This is an optimization exercise on Yosys and OpenROAD, whose aim is a short achievable clock period and few clock cycles per item, not a production implementation. Function was checked by simulation only, so behaviour that the tests miss may differ from the original. Power and IR drop assume default switching activity.

$ cat flow/config.mk
export PLATFORM = sky130hd
export DESIGN_NAME = modbus_rtu_register_slave
export DESIGN_NICKNAME = modbus_rtu_register_slave
export VERILOG_FILES = /design/flow/design.v
export SDC_FILE = /design/flow/constraint.sdc
export NUM_CORES = 4
export LEC_CHECK = 0
export ABC_CLOCK_PERIOD_IN_PS = 2500
export CAP_MARGIN = 20
export CORE_MARGIN = 2
export CORE_UTILIZATION = 50
export CTS_CLUSTER_DIAMETER = 100
export CTS_CLUSTER_SIZE = 25
export SETUP_SLACK_MARGIN = 3.0
export SLEW_MARGIN = 20
export TNS_END_PERCENT = 10
$ cat flow/constraint.sdc
create_clock -name core_clock -period 5.5 [get_ports {i_clk}]
set_input_delay 1.1000 -clock core_clock [delete_from_list [all_inputs] [get_ports {i_clk}]]
set_output_delay 1.1000 -clock core_clock [all_outputs]
set_load 0.01 [all_outputs]
$ cat flow/design.v
package mbrs_pkg;
    localparam logic [1:0] OP_RX_BYTE = 2'd0;
    localparam logic [1:0] OP_HOST_RD = 2'd1;
    localparam logic [1:0] OP_HOST_WR = 2'd2;
    localparam logic [7:0] FN_READ_REGS  = 8'h03;
    localparam logic [7:0] FN_WRITE_REGS = 8'h10;
    localparam logic [7:0] FN_EXC_FLAG   = 8'h80;
    localparam logic [7:0] EXC_ILLEGAL_FUNC  = 8'h01;
    localparam logic [7:0] EXC_ILLEGAL_ADDR  = 8'h02;
    localparam logic [7:0] EXC_ILLEGAL_VALUE = 8'h03;
    localparam logic [7:0]  BCAST_ADDR   = 8'h00;
    localparam logic [7:0]  SID_RESET    = 8'h01;
    localparam logic [15:0] CRC_INIT     = 16'hFFFF;
    localparam logic [15:0] CRC_POLY     = 16'hA001;
    localparam int          MIN_FRAME    = 8;
    localparam int          WR_DATA_OFS  = 7;
    localparam int          WR_OVERHEAD  = 9;
    localparam int          HDR_BYTES    = 7;
    localparam int          EXC_BYTES    = 3;
    localparam int          ECHO_BYTES   = 6;
    localparam int          QDEPTH       = 12;
    localparam int          SHADOWS      = 4;
    localparam logic KIND_TX   = 1'b0;
    localparam logic KIND_HOST = 1'b1;
endpackage
module mbrs_crc (
    input  logic [15:0] i_crc,
    input  logic [7:0]  i_data,
    output logic [15:0] o_crc
);
    logic [7:0] w_t;
    assign w_t = i_crc[7:0] ^ i_data;
    assign o_crc[0]  = i_crc[8] ^ (^w_t);
    assign o_crc[1]  = i_crc[9];
    assign o_crc[2]  = i_crc[10];
    assign o_crc[3]  = i_crc[11];
    assign o_crc[4]  = i_crc[12];
    assign o_crc[5]  = i_crc[13];
    assign o_crc[6]  = i_crc[14] ^ w_t[0];
    assign o_crc[7]  = i_crc[15] ^ w_t[0] ^ w_t[1];
    assign o_crc[8]  = w_t[1] ^ w_t[2];
    assign o_crc[9]  = w_t[2] ^ w_t[3];
    assign o_crc[10] = w_t[3] ^ w_t[4];
    assign o_crc[11] = w_t[4] ^ w_t[5];
    assign o_crc[12] = w_t[5] ^ w_t[6];
    assign o_crc[13] = w_t[6] ^ w_t[7];
    assign o_crc[14] = ^w_t[6:0];
    assign o_crc[15] = ^w_t;
endmodule
module modbus_rtu_register_slave #(
    parameter int FRAME_BYTES = 64,
    parameter int REG_COUNT   = 16
) (
    input  logic        i_clk,
    input  logic        i_rst_n,
    input  logic        i_cfg_wr_en,
    input  logic [7:0]  i_cfg_wr_data,
    input  logic        i_valid,
    output logic        o_ready,
    input  logic [1:0]  i_func,
    input  logic [7:0]  i_rx_byte,
    input  logic        i_frame_end,
    input  logic [3:0]  i_host_index,
    input  logic [15:0] i_host_value,
    output logic        o_valid,
    input  logic        i_ready,
    output logic        o_kind,
    output logic [7:0]  o_tx_byte,
    output logic        o_last,
    output logic [15:0] o_read_value
);
    localparam int LW = $clog2(FRAME_BYTES + 1);
    localparam int QD = mbrs_pkg::QDEPTH;
    localparam int NS = mbrs_pkg::SHADOWS;
    logic [7:0] r_sid;
    always_ff @(posedge i_clk) begin
        if (!i_rst_n) begin
            r_sid <= mbrs_pkg::SID_RESET;
        end else if (i_cfg_wr_en) begin
            r_sid <= i_cfg_wr_data;
        end
    end
    logic        r_ready;
    logic        a_vld;
    logic [1:0]  a_func;
    logic [7:0]  a_byte;
    logic        a_end;
    logic [3:0]  a_idx;
    logic [15:0] a_val;
    assign a_vld  = i_rst_n && i_valid && r_ready;
    assign a_func = i_func;
    assign a_byte = i_rx_byte;
    assign a_end  = i_frame_end;
    assign a_idx  = i_host_index;
    assign a_val  = i_host_value;
    logic [LW-1:0]  f_len;
    logic [15:0]    f_crc;
    logic [7:0]     f_hdr [mbrs_pkg::HDR_BYTES];
    logic           f_aok;
    logic           f_wr;
    logic           f_dat;
    logic           f_hi;
    logic [REG_COUNT-1:0] f_woh;
    logic [NS-1:0]  f_sel;
    logic [1:0]     f_pen [NS];
    logic [15:0]    f_sh [NS][REG_COUNT];
    logic          w_rx;
    logic          w_store;
    logic [15:0]   w_crc_nx;
    assign w_rx      = a_vld && (a_func == mbrs_pkg::OP_RX_BYTE);
    assign w_store   = w_rx && (f_len != LW'(FRAME_BYTES));
    mbrs_crc u_rx_crc (
        .i_crc  (f_crc),
        .i_data (a_byte),
        .o_crc  (w_crc_nx)
    );
    always_ff @(posedge i_clk) begin
        if (!i_rst_n) begin
            f_len <= '0;
            f_crc <= mbrs_pkg::CRC_INIT;
        end else if (w_rx && a_end) begin
            f_len <= '0;
            f_crc <= mbrs_pkg::CRC_INIT;
        end else if (w_store) begin
            f_len <= f_len + LW'(1);
            f_crc <= w_crc_nx;
        end
    end
    always_ff @(posedge i_clk) begin
        for (int i = 0; i < mbrs_pkg::HDR_BYTES; i++) begin
            if (f_len == LW'(i)) begin
                f_hdr[i] <= a_byte;
            end
        end
        if (f_len == LW'(0)) begin
            f_aok <= (a_byte == r_sid) || (a_byte == mbrs_pkg::BCAST_ADDR);
        end
        if (f_len == LW'(1)) begin
            f_wr <= (a_byte == mbrs_pkg::FN_WRITE_REGS);
        end
        if (f_len == LW'(3)) begin
            for (int i = 0; i < REG_COUNT; i++) begin
                f_woh[i] <= (a_byte[3:0] == 4'(i));
            end
        end else if (w_store && f_dat && !f_hi) begin
            f_woh <= {f_woh[REG_COUNT-2:0], 1'b0};
        end
        for (int s = 0; s < NS; s++) begin
            for (int i = 0; i < REG_COUNT; i++) begin
                if (f_pen[s][1] && f_woh[i]) begin
                    f_sh[s][i][15:8] <= a_byte;
                end
                if (f_pen[s][0] && f_woh[i]) begin
                    f_sh[s][i][7:0] <= a_byte;
                end
            end
        end
    end
    logic          w_dat_nx;
    logic          w_hi_nx;
    logic [NS-1:0] w_sel_nx;
    always_comb begin
        if (!i_rst_n || (w_rx && a_end)) begin
            w_dat_nx = 1'b0;
        end else if (w_store) begin
            w_dat_nx = f_wr && (f_len >= LW'(mbrs_pkg::WR_DATA_OFS - 1));
        end else begin
            w_dat_nx = f_dat;
        end
        if (f_len == LW'(3)) begin
            w_hi_nx = 1'b1;
        end else if (w_store && f_dat) begin
            w_hi_nx = !f_hi;
        end else begin
            w_hi_nx = f_hi;
        end
    end
    always_ff @(posedge i_clk) begin
        f_dat <= w_dat_nx;
        f_hi  <= w_hi_nx;
        for (int s = 0; s < NS; s++) begin
            f_pen[s][1] <= w_sel_nx[s] && w_dat_nx && w_hi_nx;
            f_pen[s][0] <= w_sel_nx[s] && w_dat_nx && !w_hi_nx;
        end
    end
    logic       h_bcast;
    logic       h_read;
    logic       h_write;
    logic       h_bad_start;
    logic       h_cnt_zero;
    logic       h_cnt_big;
    logic       h_sum_big;
    logic [3:0] h_s;
    logic [7:0] h_fn;
    logic [7:0] h_b2;
    logic [4:0] h_c5;
    always_ff @(posedge i_clk) begin
        h_bcast     <= (f_hdr[0] == mbrs_pkg::BCAST_ADDR);
        h_read      <= (f_hdr[1] == mbrs_pkg::FN_READ_REGS);
        h_write     <= (f_hdr[1] == mbrs_pkg::FN_WRITE_REGS);
        h_bad_start <= (f_hdr[2] != 8'h00) || (f_hdr[3][7:4] != 4'h0);
        h_cnt_zero  <= ({f_hdr[4], f_hdr[5]} == 16'h0000);
        h_cnt_big   <= (f_hdr[4] != 8'h00) || (f_hdr[5][7:5] != 3'b000);
        h_sum_big   <= ({2'b00, f_hdr[3][3:0]} + {1'b0, f_hdr[5][4:0]}) > 6'(REG_COUNT);
        h_s         <= f_hdr[3][3:0];
        h_fn        <= f_hdr[1];
        h_b2        <= f_hdr[2];
        h_c5        <= f_hdr[5][4:0];
    end
    logic       w_bad_cnt;
    logic [7:0] w_code;
    assign w_bad_cnt = h_cnt_zero || h_cnt_big || h_sum_big;
    assign w_code    = (!h_read && !h_write) ? mbrs_pkg::EXC_ILLEGAL_FUNC
                     : h_bad_start         ? mbrs_pkg::EXC_ILLEGAL_ADDR
                     : w_bad_cnt           ? mbrs_pkg::EXC_ILLEGAL_VALUE
                     : 8'h00;
    logic       fl_bcast;
    logic       fl_write;
    logic       fl_commit;
    logic       fl_wlen_ok;
    logic       fl_rd;
    logic       fl_exc;
    logic [1:0] fl_code;
    logic [3:0] fl_s;
    logic [4:0] fl_c;
    logic [4:0] fl_e;
    logic [7:0] fl_fn;
    always_ff @(posedge i_clk) begin
        fl_bcast   <= h_bcast;
        fl_write   <= h_write;
        fl_commit  <= h_write && (w_code == 8'h00);
        fl_wlen_ok <= (f_hdr[4] == 8'h00) && (f_hdr[5][7] == 1'b0)
                      && (f_hdr[6] == {f_hdr[5][6:0], 1'b0});
        fl_rd      <= h_read && (w_code == 8'h00);
        fl_exc     <= (w_code != 8'h00);
        fl_code    <= w_code[1:0];
        fl_s       <= h_s;
        fl_c       <= h_c5;
        fl_e       <= {1'b0, h_s} + h_c5;
        fl_fn      <= h_fn;
    end
    logic        c_frame;
    logic        c_hrd;
    logic        c_hwr;
    logic        c_ok;
    logic        c_wlen;
    logic [3:0]  c_idx;
    logic [15:0] c_val;
    always_ff @(posedge i_clk) begin
        if (!i_rst_n) begin
            c_frame <= 1'b0;
            c_hrd   <= 1'b0;
            c_hwr   <= 1'b0;
        end else begin
            c_frame <= w_rx && a_end;
            c_hrd   <= a_vld && (a_func == mbrs_pkg::OP_HOST_RD);
            c_hwr   <= a_vld && (a_func == mbrs_pkg::OP_HOST_WR);
        end
        c_ok   <= w_store && (f_len >= LW'(mbrs_pkg::MIN_FRAME - 1))
                  && (f_len != LW'(FRAME_BYTES - 1))
                  && (f_crc[15:8] == 8'h00) && (a_byte == f_crc[7:0]);
        c_wlen <= (9'(f_hdr[6]) + 9'(mbrs_pkg::WR_OVERHEAD - 1)) == 9'(f_len);
        c_idx  <= a_idx;
        c_val  <= a_val;
    end
    logic w_acc;
    logic w_commit;
    logic w_push;
    assign w_acc    = c_frame && c_ok && f_aok && (!fl_write || (fl_wlen_ok && c_wlen));
    assign w_commit = w_acc && fl_commit;
    assign w_push   = (w_acc && (fl_commit || !fl_bcast)) || c_hrd || c_hwr;
    logic [NS-1:0] r_lock;
    logic [NS-1:0] w_unlock;
    assign w_sel_nx = !i_rst_n ? NS'(1) : w_commit ? {f_sel[NS-2:0], f_sel[NS-1]} : f_sel;
    always_ff @(posedge i_clk) begin
        f_sel <= w_sel_nx;
        if (!i_rst_n) begin
            r_lock <= '0;
        end else begin
            r_lock <= (r_lock | (w_commit ? f_sel : '0)) & ~w_unlock;
        end
    end
    typedef struct packed {
        logic          emit;
        logic          exc;
        logic          rd;
        logic          cmt;
        logic          hrd;
        logic          hwr;
        logic [7:0]    a;
        logic [7:0]    f;
        logic [1:0]    code;
        logic [3:0]    s;
        logic [4:0]    c;
        logic [4:0]    e;
        logic [NS-1:0] sh;
    } t_ev;
    t_ev j_ev;
    localparam int EVW = 38 + NS;
    always_comb begin
        j_ev.emit = c_frame && !fl_bcast;
        j_ev.exc  = fl_exc;
        j_ev.rd   = fl_rd;
        j_ev.cmt  = c_frame && fl_commit;
        j_ev.hrd  = c_hrd;
        j_ev.hwr  = c_hwr;
        j_ev.code = fl_code;
        j_ev.c    = fl_c;
        j_ev.e    = fl_e;
        j_ev.sh   = f_sel;
        if (c_frame) begin
            j_ev.a = f_hdr[0];
            j_ev.f = fl_fn;
            j_ev.s = fl_s;
        end else begin
            j_ev.a = c_val[15:8];
            j_ev.f = c_val[7:0];
            j_ev.s = c_idx;
        end
    end
    logic [EVW-1:0] q_ev [QD];
    logic [QD-1:0] q_wr;
    logic [QD-1:0] q_rd;
    logic [QD+1:0] q_th;
    logic          q_empty;
    logic w_free;
    logic w_rpop;
    logic w_byp;
    logic w_qpush;
    logic w_exec;
    assign q_empty = !q_th[1];
    assign w_rpop  = w_free && !q_empty;
    assign w_byp   = w_free && q_empty && w_push && !j_ev.cmt && !j_ev.hwr;
    assign w_qpush = w_push && !w_byp;
    assign w_exec  = w_rpop || w_byp;
    always_ff @(posedge i_clk) begin
        if (!i_rst_n) begin
            q_th    <= (QD + 2)'(1);
            q_wr    <= QD'(1);
            q_rd    <= QD'(1);
        end else begin
            if (w_qpush && !w_rpop) begin
                q_th[QD:1] <= q_th[QD-1:0];
            end else if (w_rpop && !w_qpush) begin
                q_th[QD:1] <= q_th[QD+1:2];
            end
            if (w_qpush) begin
                q_wr <= {q_wr[QD-2:0], q_wr[QD-1]};
            end
            if (w_rpop) begin
                q_rd <= {q_rd[QD-2:0], q_rd[QD-1]};
            end
        end
    end
    always_ff @(posedge i_clk) begin
        for (int i = 0; i < QD; i++) begin
            if (q_wr[i] && !q_th[QD]) begin
                q_ev[i] <= j_ev;
            end
        end
    end
    t_ev r_ev;
    t_ev w_ev2;
    t_ev h_ev;
    always_comb begin
        w_ev2 = '0;
        for (int i = 0; i < QD; i++) begin
            if (q_rd[i]) begin
                w_ev2 = w_ev2 | q_ev[(i + 1) % QD];
            end
        end
        h_ev = q_empty ? j_ev : r_ev;
    end
    always_ff @(posedge i_clk) begin
        if (w_rpop) begin
            r_ev <= q_th[2] ? w_ev2 : j_ev;
        end else if (!q_th[1]) begin
            r_ev <= j_ev;
        end
    end
    logic       w_pot_in;
    logic [3:0] w_le;
    logic [2:0] w_fit;
    logic       w_shwait;
    assign w_pot_in = i_valid && r_ready && ((i_func == mbrs_pkg::OP_HOST_RD)
                                || (i_func == mbrs_pkg::OP_HOST_WR)
                                || ((i_func == mbrs_pkg::OP_RX_BYTE) && i_frame_end));
    assign w_shwait = ((r_lock & f_sel) != '0) && f_wr && (f_len >= LW'(4));
    always_comb begin
        for (int k = 0; k < 4; k++) begin
            w_le[k] = !q_th[QD + 1 - k];
        end
        for (int u = 0; u < 3; u++) begin
            w_fit[u] = w_pot_in ? w_le[u + 1] : w_le[u];
        end
    end
    always_ff @(posedge i_clk) begin
        if (!i_rst_n) begin
            r_ready <= 1'b1;
        end else if (w_qpush && !w_rpop) begin
            r_ready <= w_fit[2] && !w_shwait;
        end else if (w_rpop && !w_qpush) begin
            r_ready <= w_fit[0] && !w_shwait;
        end else begin
            r_ready <= w_fit[1] && !w_shwait;
        end
    end
    logic [REG_COUNT-1:0][15:0] r_mem;
    logic [REG_COUNT-1:0][15:0] w_shd;
    logic                       d_cmt;
    logic                       d_hwr;
    logic [3:0]                 d_s;
    logic [REG_COUNT-1:0]       d_mask;
    logic [NS-1:0]              d_sh;
    logic [15:0]                d_val;
    always_ff @(posedge i_clk) begin
        if (!i_rst_n) begin
            d_cmt <= 1'b0;
            d_hwr <= 1'b0;
        end else begin
            d_cmt <= w_rpop && r_ev.cmt;
            d_hwr <= w_rpop && r_ev.hwr;
        end
        d_s    <= r_ev.s;
        for (int i = 0; i < REG_COUNT; i++) begin
            d_mask[i] <= (4'(i) >= r_ev.s) && (5'(i) < r_ev.e);
        end
        d_sh   <= r_ev.sh;
        d_val  <= {r_ev.a, r_ev.f};
    end
    always_comb begin
        w_shd = '0;
        for (int s = 0; s < NS; s++) begin
            if (d_sh[s]) begin
                for (int i = 0; i < REG_COUNT; i++) begin
                    w_shd[i] = w_shd[i] | f_sh[s][i];
                end
            end
        end
    end
    assign w_unlock = d_cmt ? d_sh : '0;
    always_ff @(posedge i_clk) begin
        for (int i = 0; i < REG_COUNT; i++) begin
            if (!i_rst_n) begin
                r_mem[i] <= 16'h0000;
            end else if (d_cmt && d_mask[i]) begin
                r_mem[i] <= w_shd[i];
            end else if (d_hwr && (d_s == 4'(i))) begin
                r_mem[i] <= d_val;
            end
        end
    end
    logic            e_busy;
    logic            e_host;
    logic [5:0][7:0] e_h;
    logic [2:0]      e_hn;
    logic [5:0]      e_n;
    logic            e_last;
    logic [REG_COUNT-1:0] e_p;
    logic [REG_COUNT-1:0] e_pn;
    logic            e_lo;
    logic [15:0]     e_w;
    logic [15:0]     e_w2;
    logic        b_vld;
    logic        b_host;
    logic        b_last;
    logic [7:0]  b_byte;
    logic [15:0] b_val;
    logic [1:0]  b_ph;
    logic [15:0] b_crc;
    logic [15:0] w_bcrc_nx;
    logic        s_vld;
    logic        w_go;
    logic        w_btak;
    logic        w_take;
    logic        w_fast;
    logic        w_fin;
    logic [7:0]  w_b1;
    assign w_go   = !s_vld;
    assign w_btak = !b_vld || (w_go && (b_ph == 2'd0));
    assign w_take = e_busy && w_btak;
    assign w_fast = w_exec && h_ev.emit && !e_busy && w_btak;
    assign w_fin  = w_take && (e_host || e_last);
    assign w_free = !e_busy || w_fin;
    assign w_b1   = (e_hn != 3'd0) ? e_h[0] : (e_lo ? e_w[7:0] : e_w[15:8]);
    logic [15:0] w_rd_p;
    logic [15:0] w_rd_pn;
    always_comb begin
        w_rd_p  = '0;
        w_rd_pn = '0;
        for (int i = 0; i < REG_COUNT; i++) begin
            w_rd_p  = w_rd_p | (e_p[i] ? r_mem[i] : 16'h0000);
            w_rd_pn = w_rd_pn | (e_pn[i] ? r_mem[i] : 16'h0000);
        end
    end
    always_ff @(posedge i_clk) begin
        if (!i_rst_n) begin
            e_busy <= 1'b0;
        end else begin
            e_busy <= (w_exec && (h_ev.emit || h_ev.hrd)) || (e_busy && !w_fin);
        end
    end
    logic [5:0][7:0] w_lh;
    logic [2:0]      w_lhn;
    logic [5:0]      w_ln;
    always_comb begin
        w_lh[0] = h_ev.a;
        w_lh[1] = h_ev.exc ? (h_ev.f | mbrs_pkg::FN_EXC_FLAG) : h_ev.f;
        w_lh[2] = h_ev.exc ? {6'h00, h_ev.code} : h_ev.rd ? {2'b00, h_ev.c, 1'b0} : 8'h00;
        w_lh[3] = {4'h0, h_ev.s};
        w_lh[4] = 8'h00;
        w_lh[5] = {3'b000, h_ev.c};
        w_lhn   = (h_ev.exc || h_ev.rd) ? 3'd3 : 3'd6;
        w_ln    = h_ev.exc ? 6'(mbrs_pkg::EXC_BYTES)
                : h_ev.rd  ? 6'(mbrs_pkg::EXC_BYTES) + {h_ev.c, 1'b0}
                : 6'(mbrs_pkg::ECHO_BYTES);
    end
    always_ff @(posedge i_clk) begin
        e_w2 <= w_rd_pn;
        if (w_free) begin
            if (w_fast) begin
                e_h  <= {8'h00, w_lh[5:1]};
                e_hn <= w_lhn - 3'd1;
                e_n  <= w_ln - 6'd1;
            end else begin
                e_h  <= w_lh;
                e_hn <= w_lhn;
                e_n  <= w_ln;
            end
            e_host <= h_ev.hrd;
            e_last <= 1'b0;
            for (int i = 0; i < REG_COUNT; i++) begin
                e_p[i]  <= (h_ev.s == 4'(i));
                e_pn[i] <= (h_ev.s == 4'((i + REG_COUNT - 1) % REG_COUNT));
            end
            e_lo   <= 1'b0;
        end else begin
            if (e_hn != 3'd0) begin
                e_w <= w_rd_p;
            end
            if (w_take) begin
                e_n    <= e_n - 6'd1;
                e_last <= (e_n == 6'd2);
                if (e_hn != 3'd0) begin
                    e_h  <= {8'h00, e_h[5:1]};
                    e_hn <= e_hn - 3'd1;
                end else begin
                    e_lo <= !e_lo;
                    if (e_lo) begin
                        e_p  <= e_pn;
                        e_pn <= {e_pn[REG_COUNT-2:0], e_pn[REG_COUNT-1]};
                        e_w  <= e_w2;
                    end
                end
            end
        end
    end
    mbrs_crc u_tx_crc (
        .i_crc  (b_crc),
        .i_data (b_byte),
        .o_crc  (w_bcrc_nx)
    );
    always_ff @(posedge i_clk) begin
        if (!i_rst_n) begin
            b_vld <= 1'b0;
            b_ph  <= 2'd0;
            b_crc <= mbrs_pkg::CRC_INIT;
        end else begin
            if (w_take || w_fast) begin
                b_vld <= 1'b1;
            end else if (w_go && (b_ph == 2'd0)) begin
                b_vld <= 1'b0;
            end
            if (w_go) begin
                if (b_ph == 2'd1) begin
                    b_ph <= 2'd2;
                end else if (b_ph == 2'd2) begin
                    b_ph  <= 2'd0;
                    b_crc <= mbrs_pkg::CRC_INIT;
                end else if (b_vld && !b_host) begin
                    b_crc <= w_bcrc_nx;
                    if (b_last) begin
                        b_ph <= 2'd1;
                    end
                end
            end
        end
    end
    always_ff @(posedge i_clk) begin
        if (w_take) begin
            b_byte <= w_b1;
            b_host <= e_host;
            b_last <= e_last && !e_host;
            b_val  <= w_rd_p;
        end else if (w_fast) begin
            b_byte <= h_ev.a;
            b_host <= 1'b0;
            b_last <= 1'b0;
        end
    end
    logic        w_vld;
    logic        w_kind;
    logic [7:0]  w_tx;
    logic        w_last;
    logic [15:0] w_val;
    always_comb begin
        w_vld  = w_go && ((b_ph != 2'd0) || b_vld);
        w_kind = 1'b0;
        w_last = 1'b0;
        w_val  = 16'h0000;
        if (b_ph == 2'd1) begin
            w_tx = b_crc[7:0];
        end else if (b_ph == 2'd2) begin
            w_tx   = b_crc[15:8];
            w_last = 1'b1;
        end else if (b_host) begin
            w_tx   = 8'h00;
            w_kind = 1'b1;
            w_last = 1'b1;
            w_val  = b_val;
        end else begin
            w_tx = b_byte;
        end
    end
    logic        r_ovalid;
    logic        r_okind;
    logic [7:0]  r_otx;
    logic        r_olast;
    logic [15:0] r_oval;
    logic        s_kind;
    logic [7:0]  s_tx;
    logic        s_last;
    logic [15:0] s_val;
    always_ff @(posedge i_clk) begin
        if (!i_rst_n) begin
            r_ovalid <= 1'b0;
            s_vld    <= 1'b0;
        end else if (!r_ovalid || i_ready) begin
            if (s_vld) begin
                r_ovalid <= 1'b1;
                s_vld    <= 1'b0;
            end else begin
                r_ovalid <= w_vld;
            end
        end else if (w_vld) begin
            s_vld <= 1'b1;
        end
    end
    always_ff @(posedge i_clk) begin
        if (!r_ovalid || i_ready) begin
            if (s_vld) begin
                r_okind <= s_kind;
                r_otx   <= s_tx;
                r_olast <= s_last;
                r_oval  <= s_val;
            end else begin
                r_okind <= w_kind;
                r_otx   <= w_tx;
                r_olast <= w_last;
                r_oval  <= w_val;
            end
        end else if (w_vld) begin
            s_kind <= w_kind;
            s_tx   <= w_tx;
            s_last <= w_last;
            s_val  <= w_val;
        end
    end
    assign o_ready      = r_ready;
    assign o_valid      = r_ovalid;
    assign o_kind       = r_okind;
    assign o_tx_byte    = r_otx;
    assign o_last       = r_olast;
    assign o_read_value = r_oval;
endmodule
$ cat flow/run.sh
#!/bin/bash
# synth_recipe.tcl (not shown) runs the flow's synth.tcl, then flattens the netlist and writes it again
# the make line also repeats each setting of config.mk as NAME=value (left out here)
make -C /OpenROAD-flow-scripts/flow DESIGN_CONFIG=/design/flow/config.mk WORK_HOME=/design/flow/orfs CLKGATE_MAP_FILE= SYNTH_SCRIPT=/design/flow/synth_recipe.tcl finish
==> results.yml, run 1 <==
power:
  clkPwrFrac: 0.299
  p_int_mw: 23.2
  p_sw_frac: 0.239
  max-vdd-ir-drop_mv: 0.305
  pwr-share-comb: 0.063
  p_leak_nw: 30.2
  switchingPower_mw: 7.26
  powerDensity_mw_per_mm2: 320
  seq_power_share: 0.638
  total_power_mw: 30.4
logic_synthesis:
  seq_area_frac_synth: 0.724
  syn_inst: 6273
  synth_area_sq_mm: 0.0882
  yosys.area_share.simple: 0.0662
  ys_ff_latch: 2304
  yosys.area.top_type: "edfxtp_1"
  muxShareOfSynthArea: 0.0143
  async_flop_share: 0
  synth_fa_ha_area_frac: 0.00514
  synth-main-ff-cell: "edfxtp_1"
  synth_top_family_by_area: "compound AO/OA/AOI/OAI gates"
  yosysMostFrequentCell: "edfxtp_1"
  ys_top_cells_by_area: "edfxtp_1 (60%), dfxtp_1 (12%), a22oi_1 (4.7%), nor2_1 (2.9%), a311oi_1 (2.6%)"
  yosysTopAreaCellShare: 0.603
  syn_area_per_cell_sq_um: 14.1
  yosys_warnings: 5
  synth_enable_flop_cells: 1770
  ys_types: 71
  syn_nets: 6352
  synth_compound_area_frac: 0.158
  synth_xor_area_frac: 0.00875
  synthTopCellsByCount: "edfxtp_1 (1,770), nor2_1 (673), a22oi_1 (548)"
placement:
  io_buffers: 71
  place_ws_ps: 1850
  placed_area_sq_mm: 0.0914
  dp.cells: 8308
  place.gp.congestion: 0.983
  dpl.hpwl_microns: 168000
hold_path:
  hp-class: "reg -> reg"
die:
  dieArea_sq_mm: 0.180
  io_pins: 72
  num_rows: 154
  die_x_microns: 424
  initial_utilization: 0.502
  chipHeight_microns: 424
  core_region_area_sq_mm: 0.176
timing:
  fin_crit_sh: 0.491
  hold_viol_final: 0
  slew_headroom: 0.253
  tightest_slew_ps: 1110
  drv_slew: 0
  rsz0062_at_grt: "yes"
  tns_ps: 0
  finalSetupViolCount: 0
  finalWorstPathRequiredPeriod_ps: 2700
  fmax_mhz: 370
  skew_ps: 35.8
  fin_ws_ps: 2800
clock_network:
  root_buffer: "clkbuf_16"
  clockBufferDepth: 3
  insertion_delay_ps: 800
  clk_pin_slew_worst_paths_ps: 100
  cts_buffers: 103
  cts_tree: "built"
  numClockSinks: 2304
  htreeDepth: 3
drt:
  via_per_inst: 6.59
  top_layer: "met5"
  wl_microns: 271000
  met2_length_microns: 126000
  drt-met1-wl_microns: 111000
  wl_met3_microns: 24200
  wl_per_cell_microns: 31.8
  ant_nets: 0
  vias: 56249
  firstDrtPassIters: 6
  remaining_drc_errors: 0
  drt_first_iter_violations: 7265
run_status:
  status: "complete, no violations"
final_layout:
  fin_nets: 6185
  area_growth_pct: 7.73
  instances_no_fill: 8540
  design_area_sq_mm: 0.0950
  post_route_cells_drive_above_1_share: 0.0754
grt:
  grt_max_degree: 153
  grt_pass1_vias: 52728
  antenna_found_initial: 9
  grt_pass1_wl_microns: 387000
  grtUsageTotal: 0.295
  overflow: 0
setup_path:
  cp_max_fo: 33
  startpoint_type: "flip-flop"
  crit_type: "reg -> reg"
  arrival_ps: 3220
  cp.required_ps: 6020
  worstSetupEndpointType: "flip-flop"
job:
  cap_violations: 0
-- cells by family after synthesis --
kind of cell               Yosys count
adders and majority gates           35
xor gates and xnor gates            85
muxes                              119
and+or+nand+nor                   1288
DFF                               2304
AOI/OAI and AO/OA                 1892
buffers and inverters              550
-- repair_timing --
action,CTS,global route
hold buffers,0,0
gates cloned,1,2
endpoints found under the setup margin,408,483
setup buffers,9,21
gates resized for setup,71,37
pin swaps,3,7
-- per-layer routing --
metal  global-route usage  vias up
met4               0.0975        4
li1                     -    24243
met2                0.466     2873
met1                0.417    28721
met3               0.0499      408
met5                    0        -
-- per-stage QoR --
stage	hold WS (ps)	utilization
finish	323	0.541
global route	332	0.541
CTS	325	0.539
detailed placement	312	0.520
global placement	312	0.520
floorplan	310	-
-- critical path, cell delays in order, from the launching register on --
cell	delay [ps]
edfxtp_1	370
buf_4	300
a22o_1	320
a221oi_1	380
nand4_1	680
nor2_1	260
a31oi_1	60
-- sequential cells by signal, indices dropped and copies added, names as in the netlist, 37 cells and up --
register	count
f_sh	1024
q_ev	504
r_mem	256
f_hdr	56
r_ev	42
e_h	37
-- power by group through the flow --
stage	sequential, mW	combinational [mW]	clock, mW
after floorplan	19.4	1.12	0
after global placement	19.8	1.78	0
after detailed placement	19.8	1.81	0
after CTS	19.4	1.86	9.19
after global routing	19.4	2.02	9.77
final	19.4	1.90	9.10
-- final cells by class --
type / count / area [sq um]
tap: 2340 / 2930
sequential: 2304 / 63900
inverter: 40 / 198
multi-input combinational: 3421 / 22800
antenna: 3 / 7.51
timing repair buffer: 236 / 2180
clock buffer: 187 / 2910
clock inverter: 9 / 140
fill: 14365 / 80700
-- cell usage in the layout, fill, tap and decap left out, types with 11 or more instances in the layout --
cell type	count
edfxtp_1	1770
nor2_1	671
a22oi_1	548
dfxtp_1	500
a21oi_1	338
a311oi_1	257
a22o_1	237
a221oi_1	237
nand2_1	204
and2_1	167
buf_4	147
clkbuf_16	104
o21ai_0	98
clkbuf_1	83
nand4_1	71
mux2i_1	62
mux2_2	54
xnor2_1	54
o211ai_1	37
clkdlybuf4s50_1	34
inv_1	32
nand3_1	32
dfxtp_2	29
a31oi_1	28
dlygate4sd2_1	28
xor2_1	27
ha_1	27
nor3_1	26
o22ai_1	22
buf_12	18
nand2b_1	15
a21oi_2	14
o31ai_1	13
nor2b_4	13
nor3b_1	11
-- final timing paths --
path	start	slack, ps	to	cells past startpoint
worst max-delay path	e_p[5]	2800	e_w[1]	6
worst min-delay path	h_fn[4]	320	fl_fn[4]	0
worst max register to register	e_p[5]	2800	e_w[1]	6
worst min register to register	h_fn[4]	320	fl_fn[4]	0
Testbench counts, summed over its fixed seeds: cycles 4,159, items 384.
==> run 2, diff against run 1 <==
--- a/flow/config.mk
+++ b/flow/config.mk
@@ -13,4 +13,4 @@
 export CTS_CLUSTER_SIZE = 25
 export SETUP_SLACK_MARGIN = 3.0
 export SLEW_MARGIN = 20
-export TNS_END_PERCENT = 10
+export TNS_END_PERCENT = 100
==> results.yml, run 2 <==
drt:
  vias: 56664
  wl_per_cell_microns: 32.0
  drt_first_iter_violations: 7678
  wl_microns: 274000
  remaining_drc_errors: 0
  ant_nets: 0
  via_per_inst: 6.61
  firstDrtPassIters: 8
power:
  max-vdd-ir-drop_mv: 0.308
  switchingPower_mw: 7.29
  powerDensity_mw_per_mm2: 320
  clkPwrFrac: 0.299
  p_sw_frac: 0.239
  p_int_mw: 23.2
  p_leak_nw: 30.3
  seq_power_share: 0.634
  pwr-share-comb: 0.067
grt:
  use_met1: 0.421
  busiest_layer: "met2"
  met2_usage: 0.471
  grt_max_degree: 182
  grt_pass1_wl_microns: 388000
  overflow: 0
  grtUsageTotal: 0.297
  grt_pass1_vias: 52669
  gr-usage-met3: 0.0457
  antenna_found_initial: 9
placement:
  place.gp.congestion: 0.972
  io_buffers: 71
  place_ws_ps: 1930
  dpl.hpwl_microns: 169000
setup_path:
  crit_start: "e_p[5]"
  reg2reg_depth: 6
  r2r-start: "e_p[5]"
  cp.required_ps: 6020
  arrival_ps: 3080
  worstSetupEndpointType: "flip-flop"
  crit_type: "reg -> reg"
  cp_max_fo: 33
  startpoint_type: "flip-flop"
timing:
  tns_ps: 0
  fmax_mhz: 390
  hold_viol_final: 0
  finalWorstPathRequiredPeriod_ps: 2560
  drv_slew: 0
  tightest_slew_ps: 1060
  rsz0062_at_grt: "yes"
  skew_ps: 46.7
  slew_headroom: 0.285
  fin_crit_sh: 0.466
  fin_ws_ps: 2940
  finalSetupViolCount: 0
final_layout:
  final_common_cell: "edfxtp_1"
  multi_input_area_sq_mm: 0.0228
  fillers: 14453
  final_util: 0.543
  fin_nets: 6214
  post_route_cells_drive_above_1_share: 0.0864
  largest_reg_flops: 1024
  reg.largest.list: "f_sh (1024), q_ev (504), r_mem (256)"
  final_cell_mix: "edfxtp_1 (1,770), nor2_1 (668), a22oi_1 (548)"
  seq_area_sq_mm: 0.0639
  area_growth_pct: 8.16
  regMostFlops: "f_sh"
logic_synthesis:
  muxShareOfSynthArea: 0.0143
  syn_inst: 6273
  async_flop_share: 0
  ys_top_cells_by_area: "edfxtp_1 (60%), dfxtp_1 (12%), a22oi_1 (4.7%), nor2_1 (2.9%), a311oi_1 (2.6%)"
  synth-main-ff-cell: "edfxtp_1"
  ys_ff_latch: 2304
  synth_area_sq_mm: 0.0882
  synth_enable_flop_cells: 1770
  yosys_warnings: 5
  seq_area_frac_synth: 0.724
  synth_top_family_by_area: "compound AO/OA/AOI/OAI gates"
  yosys.area.top_type: "edfxtp_1"
  yosysTopAreaCellShare: 0.603
  synth_compound_area_frac: 0.158
  ys_types: 71
  syn_area_per_cell_sq_um: 14.1
  yosysMostFrequentCell: "edfxtp_1"
  synthTopCellsByCount: "edfxtp_1 (1,770), nor2_1 (673), a22oi_1 (548)"
  synth_xor_area_frac: 0.00875
  synth_fa_ha_area_frac: 0.00514
  syn_nets: 6352
  yosys.area_share.simple: 0.0662
die:
  initial_utilization: 0.502
  dieArea_sq_mm: 0.180
  num_rows: 154
  io_pins: 72
  die_x_microns: 424
  chipHeight_microns: 424
  core_region_area_sq_mm: 0.176
clock_network:
  numClockSinks: 2304
  clk_pin_slew_worst_paths_ps: 110
  clockBufferDepth: 3
  root_buffer: "clkbuf_16"
  ctsHoldBuffers: 0
  htreeDepth: 3
  cts_buffers: 103
  cts_tree: "built"
  insertion_delay_ps: 800
job:
  cap_violations: 0
hold_path:
  hold_start: "r_ev[30]"
  hp-class: "reg -> reg"
  min_path_cells: 0
run_status:
  status: "complete, no violations"
run 2: cell counts after synthesis:
Identical to the previous run, type by type.
run 2: power groups by stage:
stage | Clock [mW] | Sequential (mW) | Combinational, mW
3_5_place_dp | 0 | 19.7 | 1.89
6_report | 9.13 | 19.3 | 2.03
3_3_place_gp | 0 | 19.7 | 1.86
2_1_floorplan | 0 | 19.4 | 1.12
4_1_cts | 9.21 | 19.3 | 1.96
5_1_grt | 9.76 | 19.4 | 2.13
run 2: path summary, 6_finish.rpt:
check	endpoint	slack (ps)
hold reg to reg	d_val[10]	330
setup reg to reg	e_w[11]	2940
setup / recovery	e_w[11]	2940
hold / removal	d_val[10]	330
run 2: through the flow:
stage / hold WS [ps] / instances / power [mW] / area [sq um]
6_report: 329 / 8569 / 30.5 / 95400
2_1_floorplan: 310 / 6273 / 20.5 / 88400
3_3_place_gp: 310 / 8318 / 21.6 / 91500
3_5_place_dp: 313 / 8318 / 21.6 / 91500
4_1_cts: 320 / 8536 / 30.5 / 94900
5_1_grt: 339 / 8567 / 31.3 / 95400
run 2: what timing repair did:
item | in CTS | in global routing
resized for setup | 177 | 40
buffers inserted | 18 | 26
gates cloned | 4 | 3
pin swaps | 5 | 9
setup endpoints to repair | 386 | 262
run 2: area by class of cell:
cell class                 count  area share
sequential                  2304       0.670
multi-input combinational   3422       0.239
clock buffer                 188      0.0308
tap                         2340      0.0307
timing repair buffer         264      0.0257
inverter                      40     0.00211
clock inverter                 8     0.00151
antenna                        3   0.0000787
run 2: kinds of logic (layout without fill, tap and decap cells):
family,after synthesis,in the layout
xor+xnor,85,85
flops,2304,2304
other cells,0,3
mux,119,119
compound gates,1892,1893
buf+inv,550,500
simple gates,1288,1290
fa+ha+maj,35,35
run 2: worst max-delay path, cell delays in order (launching register included):
cell	delay (ps)
edfxtp_1	370
buf_4	310
a22o_1	300
a221oi_1	500
nand4_1	500
nor2_1	210
a31oi_1	60
run 2: metal layers:
| metal | share of wire | vias up |
|---|---|---|
| li1 | - | 24265 |
| met1 | 0.41 | 29076 |
| met2 | 0.46 | 2852 |
| met3 | 0.089 | 467 |
| met4 | 0.039 | 4 |
| met5 | 0.000080 | - |
==> run 3, diff against run 2 <==
--- a/flow/design.v
+++ b/flow/design.v
@@ -622,54 +622,46 @@
             w_tx = b_byte;
         end
     end
+    logic [25:0] m_q [2];
+    logic        m_wp;
+    logic        m_rp;
+    logic [1:0]  m_cnt;
     logic        r_ovalid;
-    logic        r_okind;
-    logic [7:0]  r_otx;
-    logic        r_olast;
-    logic [15:0] r_oval;
-    logic        s_kind;
-    logic [7:0]  s_tx;
-    logic        s_last;
-    logic [15:0] s_val;
+    logic [25:0] r_oword;
+    logic [25:0] w_word;
+    logic        w_pop;
+    logic [1:0]  w_mcnt_nx;
+    assign w_word    = {w_kind, w_tx, w_last, w_val};
+    assign w_pop     = r_ovalid && i_ready;
+    assign w_mcnt_nx = m_cnt + 2'(w_vld) - 2'(w_pop);
+    assign s_vld     = m_cnt[1];
     always_ff @(posedge i_clk) begin
         if (!i_rst_n) begin
+            m_cnt    <= 2'd0;
+            m_wp     <= 1'b0;
+            m_rp     <= 1'b0;
             r_ovalid <= 1'b0;
-            s_vld    <= 1'b0;
-        end else if (!r_ovalid || i_ready) begin
-            if (s_vld) begin
-                r_ovalid <= 1'b1;
-                s_vld    <= 1'b0;
-            end else begin
-                r_ovalid <= w_vld;
-            end
-        end else if (w_vld) begin
-            s_vld <= 1'b1;
+        end else begin
+            m_cnt    <= w_mcnt_nx;
+            m_wp     <= m_wp ^ w_vld;
+            m_rp     <= m_rp ^ w_pop;
+            r_ovalid <= (w_mcnt_nx != 2'd0);
         end
     end
     always_ff @(posedge i_clk) begin
-        if (!r_ovalid || i_ready) begin
-            if (s_vld) begin
-                r_okind <= s_kind;
-                r_otx   <= s_tx;
-                r_olast <= s_last;
-                r_oval  <= s_val;
-            end else begin
-                r_okind <= w_kind;
-                r_otx   <= w_tx;
-                r_olast <= w_last;
-                r_oval  <= w_val;
-            end
-        end else if (w_vld) begin
-            s_kind <= w_kind;
-            s_tx   <= w_tx;
-            s_last <= w_last;
-            s_val  <= w_val;
+        if (w_vld) begin
+            m_q[m_wp] <= w_word;
+        end
+        if ((m_cnt == 2'd0) || ((m_cnt == 2'd1) && w_pop)) begin
+            r_oword <= w_word;
+        end else begin
+            r_oword <= m_q[m_rp ^ w_pop];
         end
     end
     assign o_ready      = r_ready;
     assign o_valid      = r_ovalid;
-    assign o_kind       = r_okind;
-    assign o_tx_byte    = r_otx;
-    assign o_last       = r_olast;
-    assign o_read_value = r_oval;
+    assign o_kind       = r_oword[25];
+    assign o_tx_byte    = r_oword[24:17];
+    assign o_last       = r_oword[16];
+    assign o_read_value = r_oword[15:0];
 endmodule
==> results.yml, run 3 <==
logic_synthesis:
  synth_area_sq_mm: 0.0891
  ys_types: 77
  synth-main-ff-cell: "edfxtp_1"
  synth_enable_flop_cells: 1770
  syn_inst: 6369
  seq_area_frac_synth: 0.723
  syn_nets: 6452
  async_flop_share: 0
  ys_ff_latch: 2333
  yosysTopAreaCellShare: 0.596
  yosys.area.top_type: "edfxtp_1"
  syn_area_per_cell_sq_um: 14.0
  yosys_warnings: 5
  yosysMostFrequentCell: "edfxtp_1"
  ys_top_cells_by_area: "edfxtp_1 (60%), dfxtp_1 (13%), a22oi_1 (4.8%), nor2_1 (2.8%), a311oi_1 (2.5%)"
  synthTopCellsByCount: "edfxtp_1 (1,770), nor2_1 (672), a22oi_1 (570)"
timing:
  fmax_mhz: 397
  rsz0062_at_grt: "yes"
  tightest_slew_ps: 1140
  fin_ws_ps: 2980
  finalSetupViolCount: 0
  fin_crit_sh: 0.458
  slew_headroom: 0.239
  hold_viol_final: 0
  drv_slew: 0
  skew_ps: 40.2
  tns_ps: 0
  finalWorstPathRequiredPeriod_ps: 2520
grt:
  antenna_found_initial: 25
  grt_max_degree: 172
  grt_pass1_vias: 52985
  grtUsageTotal: 0.302
  overflow: 0
  grt_pass1_wl_microns: 396000
die:
  io_pins: 72
  initial_utilization: 0.504
  dieArea_sq_mm: 0.182
  chipHeight_microns: 426
  die_x_microns: 426
  core_region_area_sq_mm: 0.177
  num_rows: 154
drt:
  wl_per_cell_microns: 32.4
  wl_microns: 280000
  via_per_inst: 6.67
  drt_first_iter_violations: 8722
  vias: 57651
  remaining_drc_errors: 0
  ant_nets: 0
  firstDrtPassIters: 9
clock_network:
  clockBufferDepth: 3
  root_buffer: "clkbuf_16"
  numClockSinks: 2333
  cts_buffers: 104
  cts_tree: "built"
  insertion_delay_ps: 810
  htreeDepth: 3
  clk_pin_slew_worst_paths_ps: 100
  ctsHoldBuffers: 0
power:
  p_leak_nw: 30.6
  max-vdd-ir-drop_mv: 0.322
  powerDensity_mw_per_mm2: 325
placement:
  io_buffers: 71
  place.gp.congestion: 0.974
  dp.cells: 8394
  dpl.hpwl_microns: 169000
  place_ws_ps: 1800
setup_path:
  arrival_ps: 3080
  crit_start: "b_ph[1]"
  crit-reg2reg-capture: "e_h[19]"
  endpoint: "e_h[19]"
  r2r-start: "b_ph[1]"
  reg2reg_depth: 10
  crit_type: "reg -> reg"
  cp_max_fo: 17
  startpoint_type: "flip-flop"
  r2r_slack_ps: 2980
  cp.required_ps: 6060
  worstSetupEndpointType: "flip-flop"
final_layout:
  post_route_cells_drive_above_1_share: 0.0813
  area_growth_pct: 7.83
  fillers: 14309
  largest_reg_flops: 1024
  regMostFlops: "f_sh"
  reg.largest.list: "f_sh (1024), q_ev (504), r_mem (256)"
  instances_no_fill: 8649
  final_common_cell: "edfxtp_1"
  fin_nets: 6286
  final_cell_mix: "edfxtp_1 (1,770), nor2_1 (669), a22oi_1 (570)"
job:
  cap_violations: 0
hold_path:
  hp-class: "reg -> reg"
run_status:
  status: "complete, no violations"
## run 3: changes by cell type after synthesis, sizes merged, moves of 21 or more
cell,change
nand2,+21
mux2,-25
mux2i,+25
dfxtp,+29
a22oi,+22
o21ai,+28
## run 3: kinds of logic (layout without fill, tap and decap cells)
family | count (synthesis) | in the layout | synth area share
flip-flops | 2333 | 2333 | 0.723
AO/OA/AOI/OAI | 1915 | 1916 | 0.158
AND/OR/NAND/NOR | 1317 | 1318 | 0.0669
buffers and inverters | 558 | 482 | 0.0241
multiplexers | 119 | 119 | 0.0138
XOR/XNOR | 88 | 88 | 0.00896
adder cells (fa/ha/maj) | 39 | 39 | 0.00564
other | 0 | 14 | 0
## run 3: what timing repair did
| action | in CTS | in global routing |
|---|---|---|
| resized for setup | 158 | 58 |
| setup buffers | 25 | 12 |
| gates cloned | 1 | 3 |
| pin swaps | 13 | 5 |
| endpoints found under the hold margin | 0 | 0 |
| endpoints found under the setup margin | 402 | 193 |
## run 3: area by class of cell
type,instances,area (sq um),area share
Clock inverter,9,119,0.00124
Antenna cell,14,35.0,0.000365
Clock buffer,189,3000,0.0312
Sequential cell,2333,64500,0.671
Inverter,47,214,0.00223
Multi-Input combinational cell,3480,23100,0.241
Timing Repair Buffer,237,2170,0.0226
Tap cell,2340,2930,0.0305
## run 3: worst min path at each step
stage	slack, ps	from	depth (start not counted)	to
final	330	h_fn[3]	0	fl_fn[3]
after global routing	350	h_fn[0]	0	fl_fn[0]
after CTS	330	h_fn[3]	0	fl_fn[3]
after detailed placement	320	h_fn[3]	0	fl_fn[3]
after global placement	310	h_fn[0]	0	fl_fn[0]
after floorplan	310	h_bcast	0	fl_bcast
## run 3: worst max-delay path, stage by stage, from the launching register on
cell and delay [ps]:
dfxtp_1 340, inv_1 100, ha_2 210, nand2b_4 90, a21oi_2 260, or2b_1 310, or2_4 360, clkinvlp_4 110
buf_4 210, nor3_1 90, o22a_1 200
## run 3: per-stage QoR
step,hold slack [ps],area [sq um],utilization,power [mW]
after global placement,313,92200,0.522,22.3
after global routing,348,96100,0.544,32.1
after CTS,331,95700,0.542,31.3
final,333,96100,0.544,31.3
after floorplan,310,89300,-,21.0
after detailed placement,316,92300,0.522,22.3
## run 3: power by group
group / internal (mW) / total (mW) / switching, mW / leakage (nW)
registers: 19.2 / 20.0 / 0.779 / 20.8
logic: 0.693 / 2.05 / 1.35 / 8.35
clock network: 3.76 / 9.22 / 5.46 / 1.48
total: 23.7 / 31.3 / 7.59 / 30.6
## run 3: metal layers
metal	vias up	wire length [microns]	part of all wire	track usage
met1	29591	116000	0.41	0.439
met2	3120	128000	0.46	0.463
met3	394	28100	0.10	0.0576
met4	6	8530	0.030	0.0916
li1	24540	-	-	-
met5	-	104	0.00037	0
Testbench counts of run 3, summed over its fixed seeds: cycles 4,159, items 384.
==> run 4, diff against run 3 <==
--- a/flow/design.v
+++ b/flow/design.v
@@ -102,7 +102,7 @@
     logic           f_hi;
     logic [REG_COUNT-1:0] f_woh;
     logic [NS-1:0]  f_sel;
-    logic [1:0]     f_pen [NS];
+    logic [NS-1:0][1:0] f_pen;
     logic [15:0]    f_sh [NS][REG_COUNT];
     logic          w_rx;
     logic          w_store;
@@ -145,13 +145,21 @@
         end else if (w_store && f_dat && !f_hi) begin
             f_woh <= {f_woh[REG_COUNT-2:0], 1'b0};
         end
+    end
+    logic [7:0]           g_byte;
+    logic [NS-1:0][1:0]   g_pen;
+    logic [REG_COUNT-1:0] g_woh;
+    always_ff @(posedge i_clk) begin
+        g_byte <= a_byte;
+        g_pen  <= f_pen;
+        g_woh  <= f_woh;
         for (int s = 0; s < NS; s++) begin
             for (int i = 0; i < REG_COUNT; i++) begin
-                if (f_pen[s][1] && f_woh[i]) begin
-                    f_sh[s][i][15:8] <= a_byte;
+                if (g_pen[s][1] && g_woh[i]) begin
+                    f_sh[s][i][15:8] <= g_byte;
                 end
-                if (f_pen[s][0] && f_woh[i]) begin
-                    f_sh[s][i][7:0] <= a_byte;
+                if (g_pen[s][0] && g_woh[i]) begin
+                    f_sh[s][i][7:0] <= g_byte;
                 end
             end
         end
@@ -397,31 +405,27 @@
     always_ff @(posedge i_clk) begin
         if (!i_rst_n) begin
             r_ready <= 1'b1;
-        end else if (w_qpush && !w_rpop) begin
-            r_ready <= w_fit[2] && !w_shwait;
-        end else if (w_rpop && !w_qpush) begin
-            r_ready <= w_fit[0] && !w_shwait;
         end else begin
-            r_ready <= w_fit[1] && !w_shwait;
+            r_ready <= (w_push ? w_fit[2] : w_fit[1]) && !w_shwait;
         end
     end
     logic [REG_COUNT-1:0][15:0] r_mem;
     logic [REG_COUNT-1:0][15:0] w_shd;
     logic                       d_cmt;
-    logic                       d_hwr;
-    logic [3:0]                 d_s;
+    logic [REG_COUNT-1:0]       d_hwr;
     logic [REG_COUNT-1:0]       d_mask;
     logic [NS-1:0]              d_sh;
     logic [15:0]                d_val;
     always_ff @(posedge i_clk) begin
         if (!i_rst_n) begin
             d_cmt <= 1'b0;
-            d_hwr <= 1'b0;
+            d_hwr <= '0;
         end else begin
             d_cmt <= w_rpop && r_ev.cmt;
-            d_hwr <= w_rpop && r_ev.hwr;
+            for (int i = 0; i < REG_COUNT; i++) begin
+                d_hwr[i] <= w_rpop && r_ev.hwr && (r_ev.s == 4'(i));
+            end
         end
-        d_s    <= r_ev.s;
         for (int i = 0; i < REG_COUNT; i++) begin
             d_mask[i] <= (4'(i) >= r_ev.s) && (5'(i) < r_ev.e);
         end
@@ -445,7 +449,7 @@
                 r_mem[i] <= 16'h0000;
             end else if (d_cmt && d_mask[i]) begin
                 r_mem[i] <= w_shd[i];
-            end else if (d_hwr && (d_s == 4'(i))) begin
+            end else if (d_hwr[i]) begin
                 r_mem[i] <= d_val;
             end
         end
@@ -460,6 +464,7 @@
     logic [REG_COUNT-1:0] e_pn;
     logic            e_lo;
     logic [15:0]     e_w;
+    logic [15:0]     e_wp;
     logic [15:0]     e_w2;
     logic        b_vld;
     logic        b_host;
@@ -516,6 +521,7 @@
                 : 6'(mbrs_pkg::ECHO_BYTES);
     end
     always_ff @(posedge i_clk) begin
+        e_wp <= w_rd_p;
         e_w2 <= w_rd_pn;
         if (w_free) begin
             if (w_fast) begin
@@ -536,7 +542,7 @@
             e_lo   <= 1'b0;
         end else begin
             if (e_hn != 3'd0) begin
-                e_w <= w_rd_p;
+                e_w <= e_wp;
             end
             if (w_take) begin
                 e_n    <= e_n - 6'd1;
--- a/flow/config.mk
+++ b/flow/config.mk
@@ -11,6 +11,6 @@
 export CORE_UTILIZATION = 50
 export CTS_CLUSTER_DIAMETER = 100
 export CTS_CLUSTER_SIZE = 25
-export SETUP_SLACK_MARGIN = 3.0
+export SETUP_SLACK_MARGIN = 3.2
 export SLEW_MARGIN = 20
 export TNS_END_PERCENT = 100
==> results.yml, run 4 <==
final_layout:
  final_cell_mix: "edfxtp_1 (1,770), a22oi_1 (573), dfxtp_1 (557)"
  fin_nets: 6178
  largest_reg_flops: 1024
  area_growth_pct: 9.39
  fillers: 14367
  regMostFlops: "f_sh"
  design_area_sq_mm: 0.0992
  post_route_cells_drive_above_1_share: 0.143
  final_common_cell: "edfxtp_1"
  reg.largest.list: "f_sh (1024), q_ev (504), r_mem (256)"
drt:
  firstDrtPassIters: 6
  wl_microns: 280000
  via_per_inst: 6.64
  remaining_drc_errors: 0
  drt_first_iter_violations: 7549
  vias: 56938
  ant_nets: 0
  wl_per_cell_microns: 32.7
setup_path:
  r2r-start: "q_th[1]"
  critPathBufInv: 2
  crit-reg2reg-capture: "e_h[11]"
  cp.depth: 7
  cp_top_family: "simple AND/OR/NAND/NOR gates"
  arrival_ps: 3040
  cp_cell_sequence: "buf_12 -> or3b_4 -> a221o_2 -> nand3b_1 -> buf_6 -> and3_4 -> o32a_1"
  reg2reg_depth: 7
  cp_max_fo: 8
  worstSetupEndpointType: "flip-flop"
  crit_slowest_cell: "a221o_2"
  startpoint_type: "flip-flop"
  cp.required_ps: 6090
  r2r_slack_ps: 3050
  crit_type: "reg -> reg"
  critPathMaxStageDelay_ps: 430
grt:
  grt_max_degree: 223
  grtUsageTotal: 0.294
  met2_usage: 0.442
  use_met1: 0.431
  antenna_found_initial: 28
  gr-usage-met3: 0.0670
  grt_pass1_wl_microns: 394000
  busiest_layer: "met2"
  grt_pass1_vias: 53122
  overflow: 0
timing:
  rsz0062_at_grt: "yes"
  skew_ps: 53.4
  fmax_mhz: 408
  fin_ws_ps: 3050
  tightest_slew_ps: 1250
  finalSetupViolCount: 0
  finalWorstPathRequiredPeriod_ps: 2450
  hold_viol_final: 0
  slew_headroom: 0.167
  tns_ps: 0
  drv_slew: 0
  fin_crit_sh: 0.446
clock_network:
  clk_pin_slew_worst_paths_ps: 110
  root_buffer: "clkbuf_16"
  ctsHoldBuffers: 0
  insertion_delay_ps: 830
  cts_buffers: 106
  numClockSinks: 2392
  cts_tree: "built"
  clockBufferDepth: 3
  htreeDepth: 3
run_status:
  status: "complete, no violations"
hold_path:
  hold_path_end: "g_pen[3]"
  hp-class: "reg -> reg"
  min_path_cells: 0
  hold_start: "f_pen[3]"
die:
  io_pins: 72
  dieArea_sq_mm: 0.185
  die_x_microns: 430
  num_rows: 156
  core_region_area_sq_mm: 0.181
  initial_utilization: 0.502
  chipHeight_microns: 430
logic_synthesis:
  syn_inst: 6177
  yosys.area.top_type: "edfxtp_1"
  synthTopCellsByCount: "edfxtp_1 (1,770), dfxtp_1 (622), a22oi_1 (573)"
  synth-main-ff-cell: "edfxtp_1"
  yosysTopAreaCellShare: 0.586
  ys_ff_latch: 2392
  ys_top_cells_by_area: "edfxtp_1 (59%), dfxtp_1 (14%), a22oi_1 (4.7%), mux2_2 (3.3%), a22o_1 (2.3%)"
  syn_area_per_cell_sq_um: 14.7
  async_flop_share: 0
  syn_nets: 6259
  ys_types: 69
  synth_enable_flop_cells: 1770
  yosys_warnings: 4
  yosysMostFrequentCell: "edfxtp_1"
  synth_area_sq_mm: 0.0907
  seq_area_frac_synth: 0.723
power:
  max-vdd-ir-drop_mv: 0.345
  p_leak_nw: 32.6
  powerDensity_mw_per_mm2: 332
placement:
  placed_area_sq_mm: 0.0940
  place.gp.congestion: 0.907
  place_ws_ps: 1870
  io_buffers: 71
  dpl.hpwl_microns: 167000
job:
  cap_violations: 0
==> run 4: how the worst max path moves through the flow <==
stage                     slack [ps]  startpoint          to
final                           3050     q_th[1]     e_h[11]
after global routing            3010     b_ph[0]     q_th[7]
after CTS                       3040    r_ovalid     o_valid
after detailed placement        1870     c_frame     e_h[11]
after global placement          1920     c_frame     e_h[11]
after floorplan                 2630    q_th[12]  q_ev[0][0]
==> run 4: layout make-up <==
| cell class | instances | area, sq um | area share |
|---|---|---|---|
| repair buffers | 303 | 3020 | 0.0304 |
| clock buffers | 192 | 3000 | 0.0302 |
| repair inverters | 1 | 6.26 | 0.0000631 |
| flip-flops and latches | 2392 | 65700 | 0.663 |
| inverters | 53 | 246 | 0.00248 |
| clock inverters | 8 | 106 | 0.00107 |
| well taps | 2370 | 2970 | 0.0299 |
| diodes | 13 | 32.5 | 0.000328 |
| multi-input cells | 3239 | 24100 | 0.243 |
==> run 4: where the power goes <==
group	internal (mW)	leakage, nW	switching, mW
combinational	1.25	9.81	2.11
clock	3.75	1.47	5.58
sequential	19.7	21.3	0.537
total	24.7	32.6	8.22
==> run 4: worst register-to-register path: cells and delay by family, from the launching register on <==
kind / cells / cell delay [ps]
AND/OR/NAND/NOR: 3 / 820
AO/OA/AOI/OAI: 2 / 750
flip-flops: 1 / 380
buffers and inverters: 2 / 320
==> run 4: layer usage <==
| layer | up-vias | share of wire |
|---|---|---|
| met1 | 29131 | 0.42 |
| met4 | 6 | 0.029 |
| li1 | 24238 | - |
| met2 | 3140 | 0.44 |
| met3 | 423 | 0.11 |
| met5 | - | 0.00016 |
==> run 4: kinds of logic (layout without fill, tap and decap cells) <==
group / Yosys count / after routing / synth area share
multiplexers: 389 / 389 / 0.0466
flip-flops: 2392 / 2392 / 0.723
other: 0 / 13 / 0
AO/OA/AOI/OAI: 1924 / 1925 / 0.149
XOR/XNOR: 86 / 86 / 0.00861
AND/OR/NAND/NOR: 795 / 801 / 0.0439
adder cells (fa/ha/maj): 38 / 38 / 0.00541
buffers and inverters: 553 / 557 / 0.0231
==> run 4: timing repair <==
action,in CTS,in global routing
pin swaps,32,25
cloned,11,6
endpoints found under the setup margin,548,417
endpoints found under the hold margin,0,0
resized for setup,302,96
setup buffers,69,24
==> run 4: per-stage QoR <==
stage	hold slack, ps	cells	total power, mW	util
2_1_floorplan	310	6177	22.0	-
3_3_place_gp	311	8244	23.2	0.520
3_5_place_dp	312	8246	23.3	0.521
4_1_cts	313	8526	32.7	0.545
5_1_grt	302	8558	33.8	0.549
6_report	319	8571	33.0	0.549
Testbench counts of run 4, summed over its fixed seeds: cycles 4,159, items 384.

port drivers added, routing unchanged:
Ports are ideal in the flow. The routed layouts listed here were re-timed in OpenROAD.
Step 1: set_driving_cell puts a clkbuf_16 on i_clk and a buf_2 on each other input, an assumption about the parent block.
Step 2, shift: input delay + t, output delay - t, t = (earliest + latest rising clock arrival at the registers) / 2. This alone moves slack from input paths to output paths.
a / b / c = ideal ports / drivers / drivers and shift; a / b = the first two.
run | t (ns) | setup slack, ns | worst hold slack (ns) | slew at the worst register clock pin (ns)
run 1 | 0.871 | 2.798 / 2.798 / 2.188 | 0.323 / 0.323 / 0.323 | 0.11 / 0.11
run 2 | 0.871 | 2.936 / 2.936 / 2.248 | 0.329 / 0.329 / 0.329 | 0.11 / 0.11
run 3 | 0.881 | 2.982 / 2.980 / 2.264 | 0.333 / 0.333 / 0.333 | 0.12 / 0.12
run 4 | 0.896 | 3.050 / 3.001 / 2.434 | 0.319 / 0.319 / 0.319 | 0.11 / 0.11
After both steps every run listed still meets setup and hold. The setup slack of run 3, which loses most, moves by -0.002 ns with the drivers and by -0.718 ns with both steps.
